This design comes from an exercise in tuning for small area, a short achievable clock period and few clock cycles per item on the open sky130 flow, not from production work.
In this exercise RTL edits were held to simulation tests only and were not proved equivalent to the original.
Power and IR drop assume default switching activity.

// farthest_key_eviction_cache_tags_top
module farthest_key_eviction_cache_tags_top (
    input  logic        i_clk,
    input  logic        i_rst_n,
    input  logic        i_req_valid,
    output logic        o_req_ready,
    input  logic [30:0] i_req_line_number,
    output logic        o_rsp_valid,
    input  logic        i_rsp_ready,
    output logic        o_rsp_hit,
    output logic [3:0]  o_rsp_slot,
    output logic        o_rsp_evicted,
    output logic [30:0] o_rsp_evicted_line
);
    logic move, exec;
    fkect_ctrl u_ctrl (
        .i_clk            (i_clk),
        .i_rst_n          (i_rst_n),
        .i_req_valid      (i_req_valid),
        .o_req_ready      (o_req_ready),
        .i_rsp_ready      (i_rsp_ready),
        .o_rsp_valid      (o_rsp_valid),
        .o_move           (move),
        .o_exec           (exec)
    );
    fkect_dp u_dp (
        .i_clk            (i_clk),
        .i_rst_n          (i_rst_n),
        .i_move           (move),
        .i_exec           (exec),
        .i_line_number    (i_req_line_number),
        .o_hit            (o_rsp_hit),
        .o_slot           (o_rsp_slot),
        .o_evicted        (o_rsp_evicted),
        .o_evicted_line   (o_rsp_evicted_line)
    );
endmodule
export LEC_CHECK = 0
export CAP_MARGIN = 20
export CORE_MARGIN = 2
export CORE_UTILIZATION = 55
export SETUP_SLACK_MARGIN = 1.5
export SLEW_MARGIN = 20
create_clock -name core_clock -period 4.5 [get_ports {i_clk}]
run.sh (not shown) runs the stock make flow with config.mk's settings and CLKGATE_MAP_FILE= SYNTH_SCRIPT=/design/flow/synth_recipe.tcl, a recipe that flattens the netlist after the stock synthesis.
The first run finished with timing, DRC and antenna clean.
Testbench counts at the start, summed over its fixed seeds: cycles 16,016, items 16,000.
==> next run, changes <==
Settings changed: SETUP_SLACK_MARGIN 1.5 to 0.4.
=>
- utilization came out lower by 2.1 points
- wire length came out higher by about 0.8%
- non-clock buffer count came out lower by 87
- die area is unchanged
- clock power stays flat
==> next run, changes <==
Settings changed: CTS_BUF_LIST set to sky130_fd_sc_hd__clkbuf_8, CTS_CLUSTER_SIZE set to 30, SETUP_SLACK_MARGIN 0.4 to 1.0.
=> Worst setup slack gains 0.66 ns. Utilization came out higher by 0.10 points. Power falls by a few percent. Combinational power increases slightly. Critical path depth is higher by 3.

* * *

## lane 1
Another version of the RTL of farthest_key_eviction_cache_tags_top (not shown whole).
Size: ~6300 cells after synthesis, ~820 flip-flops, roughly 74 I/O pins.
## farthest_key_eviction_cache_tags_top
module farthest_key_eviction_cache_tags_top (
    input  logic        i_clk,
    input  logic        i_rst_n,
    input  logic        i_req_valid,
    output logic        o_req_ready,
    input  logic [30:0] i_req_line_number,
    output logic        o_rsp_valid,
    input  logic        i_rsp_ready,
    output logic        o_rsp_hit,
    output logic [3:0]  o_rsp_slot,
    output logic        o_rsp_evicted,
    output logic [30:0] o_rsp_evicted_line
);
==> flow/config.mk <==
export PLATFORM = sky130hd
export DESIGN_NAME = farthest_key_eviction_cache_tags_top
export DESIGN_NICKNAME = farthest_key_eviction_cache_tags_top
export VERILOG_FILES = /design/flow/design.v
export SDC_FILE = /design/flow/constraint.sdc
export NUM_CORES = 4
export LEC_CHECK = 0
export CAP_MARGIN = 20
export CORE_MARGIN = 2
export CORE_UTILIZATION = 40
export SETUP_SLACK_MARGIN = 1.0
export SLEW_MARGIN = 20
==> flow/constraint.sdc <==
create_clock -name core_clock -period 4.5 [get_ports {i_clk}]
set_input_delay 0.9000 -clock core_clock [delete_from_list [all_inputs] [get_ports {i_clk}]]
set_output_delay 0.9000 -clock core_clock [all_outputs]
set_load 0.01 [all_outputs]
Lane 1 | status: complete | timing, DRC, antenna: pass
Testbench counts of lane 1, summed over its fixed seeds: cycles 16,024, items 16,000.
Here is what was changed in the inputs of lane 2 compared with lane 1.
diff --git a/flow/config.mk b/flow/config.mk
--- a/flow/config.mk
+++ b/flow/config.mk
@@ -10 +10,3 @@
-export CORE_UTILIZATION = 40
+export CORE_UTILIZATION = 55
+export CTS_BUF_LIST = sky130_fd_sc_hd__clkbuf_8
+export CTS_CLUSTER_SIZE = 30
Results
Width of the die went down by more than 10% going from lane 1 to lane 2. Across both runs, depth of the CTS H-tree was higher for lane 2 than for lane 1. Worst-case reg-to-reg path depth in lane 2 is 4 lower than in lane 1. Relative to lane 1, the final cell area reported for lane 2 is lower. Changes observed in lane 2 relative to lane 1: final-layout worst hold slack now sits higher; storage element area now sits at about the same level. Mean number of vias per cell (lane 1 / lane 2): 0.931. Looking at final period demand of the worst path, lane 2 sits 0.037 ns higher than lane 1 does. Power (higher): lane 1.
The inputs of lane 3 differ from those of lane 2 as listed below.
diff --git a/flow/config.mk b/flow/config.mk
--- a/flow/config.mk
+++ b/flow/config.mk
@@ -10,4 +10,2 @@
-export CORE_UTILIZATION = 55
-export CTS_BUF_LIST = sky130_fd_sc_hd__clkbuf_8
-export CTS_CLUSTER_SIZE = 30
-export SETUP_SLACK_MARGIN = 1.0
+export CORE_UTILIZATION = 40
+export SETUP_SLACK_MARGIN = 1.6
==> comparison <==
Number of placed instances with taps included for lane 3: 6.9% up relative to lane 2. Cmp lane 3 vs lane 2: share of power burned in the clock network higher in lane 3. As far as DRC violation count after routing goes, lane 3 and lane 2 are indistinguishable; the numbers are identical. Sort lane 3 and lane 2 by post-layout utilization of the core, descending, and lane 2 comes first. Of lane 3 and lane 2, it is lane 3 that has the lower logic gate share of total power. For lane 2, the cell at the slowest stage of the critical path was nor4_1, unlike lane 3, where it was edfxtp_1. Between lane 2 and lane 3, the flow reports area of all placed cells without fillers increasing by a few percent. Lane 3 reports a higher worst setup slack than lane 2 does. Compared with lane 2, lane 3 shows a headroom to the max-slew limit that is 1.5 points lower. Wire length of the first global-routing pass came out higher on lane 3 than on lane 2.

* * *

farthest_key_eviction_cache_tags_top with an RTL version that a note above also has.
Size: about 5900 cells after synthesis, roughly 740 flip-flops, roughly 74 I/O pins, ~53000 sq um of cells after synthesis.
clock: 4.5 ns
lec_check: 0
cap_margin: 20
core_margin: 2
core_utilization: 40
setup_slack_margin: 1.5
slew_margin: 20
The starting point completed with no timing, DRC or antenna violations.
Testbench counts at the start, summed over its fixed seeds: cycles 16,016, items 16,000.
Rerun with:
CORE_UTILIZATION = 55   (was 40)
TNS_END_PERCENT = 5   (was unset)
Outcome: Die area goes down by a quarter to a third. Fmax goes down slightly. Global-route usage goes up by 12 points. Register-to-register slack improves by 0.05 ns. Via count goes down slightly. Worst setup slack degrades by 0.028 ns. Worst hold slack degrades by 0.0042 ns. Core utilization goes up by 16 points. Cell count goes down by a few percent. Flip-flop and latch count does not change.
Rerun with:
CTS_BUF_LIST = sky130_fd_sc_hd__clkbuf_8   (was unset)
CTS_CLUSTER_SIZE = 30   (was unset)
TNS_END_PERCENT = unset   (was 5)
The new run went through all stages and came out clean.
Non-clock buffer count falls by 14.
Total power went down by 0.72%.
Routed wire length barely changes.
Setup slack improves by 0.15 ns.
Synthesized area does not change.
Via count increases by 0.44%.
Flip-flop and latch count stays the same.
Count of clock-buffer cells in the layout climbs by 50.

## separate check: timing with driven ports
No port has a modelled driver above. Below, the same layouts with a new extraction and two added sets of constraints.
Step 1 assumes that a clkbuf_16 drives the clock port and a buf_2 every other input.
Step 2 times the ports against the registers' clock, not the clock port: input delays grow and output delays shrink by t, the midpoint of the rising clock arrivals with the driver on.
Three values: ideal, step 1, step 2; two values: the first two.
| run | t, ns | slack for setup (ns) | worst setup path at the end | worst data-port slew with drivers (ns) | pins driven straight from the clock port |
|---|---|---|---|---|---|
| the first run of note 1 | 0.778 | 1.394 / 1.394 / 0.697 | input to register | 0.05 | 1 |
| the second run of note 1 | 0.753 | 0.350 / 0.350 / -0.119 | input to register | 0.04 | 1 |
| the third run of note 1 | 0.899 | 1.015 / 1.026 / 0.170 | input to register | 0.05 | 1 |
| lane 1 | 0.817 | 0.962 / 0.962 / 0.962 | register to register | 0.22 | 1 |
| lane 2 | 0.909 | 0.925 / 0.925 / 0.925 | register to register | 0.04 | 1 |
| lane 3 | 0.818 | 1.047 / 1.047 / 1.047 | register to register | 0.16 | 1 |
| the first run of note 3 | 0.803 | 1.340 / 1.342 / 0.583 | input to register | 0.06 | 1 |
| the second run of note 3 | 0.764 | 1.312 / 1.369 / 0.605 | input to register | 0.04 | 1 |
| the third run of note 3 | 0.943 | 1.460 / 1.472 / 0.580 | input to register | 0.05 | 1 |
Met with ideal ports but missed after step 2: setup timing in the second run of note 1. The setup slack of the third run of note 3, which loses most, moves by +0.012 ns with the drivers and by -0.880 ns with both steps.
